This is an optimization exercise on Yosys and OpenROAD, whose aim is small area, a short achievable clock period and few clock cycles, not a production implementation. Where RTL was checked, it was by simulation tests only, not by an equivalence proof against the original. Power figures rest on the tool's default switching activity, not on a simulated workload.

==> wip/zinc <==
Design alu_arbiter, start of the top module:
module alu_arbiter #(
  parameter int MUL_LAT = 3
) (
  input  logic        clk,
  input  logic        reset,
  input  logic        i_reqA_valid,
  input  logic        i_reqB_valid,
  output logic        o_reqA_ready,
  output logic        o_reqB_ready,
  input  logic [31:0] i_reqA_op1,
  input  logic [31:0] i_reqA_op2,
  input  logic [31:0] i_reqB_op1,
  input  logic [31:0] i_reqB_op2,
  input  logic [3:0]  i_reqA_sel,
  input  logic [3:0]  i_reqB_sel,
  output logic        o_rsp_valid,
  input  logic        i_rsp_ready,
  output logic        o_rsp_id,
  output logic [31:0] o_rsp_data,
  output logic        o_rsp_zflag,
  output logic        o_busy
);
==> flow/config.mk <==
export PLATFORM = sky130hd
export DESIGN_NAME = alu_arbiter
export DESIGN_NICKNAME = alu_arbiter
export VERILOG_FILES = /design/flow/design.v
export SDC_FILE = /design/flow/constraint.sdc
export NUM_CORES = 4
export LEC_CHECK = 0
export ABC_AREA = 1
export ABC_CLOCK_PERIOD_IN_PS = 4700
export CAP_MARGIN = 20
export CORE_MARGIN = 2
export CORE_UTILIZATION = 40
export SETUP_SLACK_MARGIN = 4.9
export SLEW_MARGIN = 20
==> flow/constraint.sdc <==
create_clock -name core_clock -period 9.5 [get_ports {clk}]
set_input_delay 1.9000 -clock core_clock [delete_from_list [all_inputs] [get_ports {clk}]]
set_output_delay 1.9000 -clock core_clock [all_outputs]
set_load 0.01 [all_outputs]
standard.sh (not shown) runs the stock make flow with config.mk's settings and CLKGATE_MAP_FILE= SYNTH_SCRIPT=/design/flow/synth_recipe.tcl, a recipe that flattens the netlist after the stock synthesis.
==> flow/flow/run.sh <==
#!/bin/bash
# Standard ORFS layout with two changes:
#  - after the standard synthesis, polarity.py removes inverters (it picks the
#    polarity of each full adder and XOR gate, both of which can absorb an
#    inversion, and splits half adders whose inputs are both inverted);
#    registers, ports and all other cells are unchanged;
#  - the port buffers are buf_1 cells (the resizer may upsize them) instead
#    of the default delay-buffer cell.
set -euo pipefail
R=orfs/results/${FLOW_PLATFORM}/alu_arbiter/base
bash standard.sh synth > log_synth.txt 2>&1
python3 flow/polarity.py $R/1_2_yosys.v $R/1_2_yosys.pol.v > log_polarity.txt 2>&1
mv $R/1_2_yosys.pol.v $R/1_2_yosys.v
rm -f $R/1_synth.odb $R/1_synth.sdc
bash standard.sh BUFFER_PORTS_ARGS="-buffer_cell sky130_fd_sc_hd__buf_1" finish > log_layout.txt 2>&1
Other scripts of this flow, unchanged in this note and not shown: flow/flow/polarity.py
==> wip/yarrow: changes against wip/zinc <==
--- a/flow/design.v
+++ b/flow/design.v
@@ -18,28 +18,28 @@
   output logic        o_rsp_id,
   output logic [31:0] o_rsp_data,
   output logic        o_rsp_zflag,
   output logic        o_busy
 );
+  logic        last_b;       
   logic        cap_b, cap_v, stall, accept;
   logic [31:0] a, b;
   logic [3:0]  sel;
   logic        is_mul, is_add, is_sub, is_and, is_or, is_slt;
   logic [31:0] ax;
   logic [15:0] d_one, d_two, d_neg;
   logic        v1, id1;      
   logic        pick;         
   logic        qa, qb;       
-  logic        nv2;          
-  logic        nlast_b;      
+  logic        nv2, nlast_b;  
   logic [31:0] ma;           
-  logic [15:0] bo, bt, bn;   
   logic [31:0] ma_n;         
   logic [15:0] bo_n, bt_n;   
   assign ma = ~ma_n;
   assign bo = ~bo_n;
   assign bt = ~bt_n;
+  logic [15:0] bo, bt, bn;   
   logic        v2, id2;      
   assign cap_b   = v1 ? ~id1 : pick;
   assign cap_v   = cap_b ? i_reqB_valid : i_reqA_valid;
   assign stall        = v2 & ~i_rsp_ready;
   assign o_reqA_ready = qa & i_reqA_valid & ~reset & (i_rsp_ready | nv2) & (~i_reqB_valid | ~nlast_b);
@@ -76,10 +76,11 @@
     end
     d_one[0] = ~is_mul | (b[0]);
   end
   always_ff @(posedge clk or posedge reset) begin
     if (reset) begin
+      last_b <= 1'b1;
       pick   <= 1'b0;
       v1     <= 1'b0;
       qa     <= 1'b0;
       qb     <= 1'b0;
       nv2    <= 1'b1;
@@ -90,19 +91,20 @@
       qa <= cap_v & ~cap_b;
       qb <= cap_v & cap_b;
       if (accept) nlast_b <= ~id1;
       if (!stall) nv2 <= ~accept;
       pick <= v1 ? id1 : ~pick;
+      if (accept) last_b <= id1;
       if (!stall) v2 <= accept;
     end
   end
   always_ff @(posedge clk) begin
     id1  <= cap_b;
     ma_n <= ~ax;
-    bo_n <= ~d_one[15:0];
-    bt_n <= ~d_two[15:0];
-    bn   <= d_neg[15:0];
+    bo_n <= ~d_one;
+    bt_n <= ~d_two;
+    bn   <= d_neg;
   end
   wire pp0_0 = (bo[0] & ma[0]) ^ bn[0];
   wire pp0_1 = ((bo[0] & ma[1]) | (bt[0] & ma[0])) ^ bn[0];
   wire pp0_2 = ((bo[0] & ma[2]) | (bt[0] & ma[1])) ^ bn[0];
   wire pp0_3 = ((bo[0] & ma[3]) | (bt[0] & ma[2])) ^ bn[0];
--- a/flow/config.mk
+++ b/flow/config.mk
@@ -8,7 +8,7 @@
 export ABC_AREA = 1
 export ABC_CLOCK_PERIOD_IN_PS = 4700
 export CAP_MARGIN = 20
 export CORE_MARGIN = 2
 export CORE_UTILIZATION = 40
-export SETUP_SLACK_MARGIN = 4.9
+export SETUP_SLACK_MARGIN = 5.0
 export SLEW_MARGIN = 20
==> summary of the runs <==
In sequential power, wip/zinc and wip/yarrow hardly differ. Of wip/yarrow and wip/zinc, wip/yarrow has the higher routed wire length (gap 3.4%, measured against wip/zinc). Between wip/zinc and wip/yarrow, the lower clock power is in wip/yarrow (gap 4.0%, measured against wip/yarrow). Against wip/yarrow, the worst setup slack of wip/zinc is worse by 0.020 ns. Final cell count: wip/yarrow is larger than wip/zinc (0.67%). In flip-flop and latch count, wip/zinc and wip/yarrow do not differ. In wip/zinc the first-iteration DRC count is higher than in wip/yarrow, by 14%. Against wip/zinc, the power of wip/yarrow is larger by 2.0%. Synthesized cell count is the same in wip/zinc and wip/yarrow.
Testbench counts of wip/zinc, summed over its fixed seeds: cycles 2,416.
For wip/yarrow, only the layout was checked, not whether the RTL still works.

-- port drivers added, routing unchanged --
No port has a modelled driver above. Below, the same layouts with a new extraction and two added sets of constraints. Step 1: set_driving_cell puts a clkbuf_16 on clk and a buf_2 on each other input, an assumption about the parent block. Step 2 times the ports against the registers' clock, not the clock port: input delays grow and output delays shrink by t, the midpoint of the rising clock arrivals with the driver on. Slacks: no drivers / after step 1 / after step 2; pairs: no drivers / after step 1.
| run | shift t [ns] | setup WS [ns] | worst setup path after step 2 | slew at the worst register clock pin (ns) | worst data-port slew with drivers (ns) |
|---|---|---|---|---|---|
| wip/zinc | 0.502 | 4.901 / 4.846 / 4.663 | input to register | 0.07 / 0.07 | 0.05 |
| wip/yarrow | 0.512 | 4.921 / 4.865 / 4.711 | input to register | 0.08 / 0.08 | 0.04 |
After both steps setup and hold are still met in every run listed. For wip/zinc, which loses most, drivers alone change the setup slack by -0.055 ns; drivers and shift together by -0.238 ns.
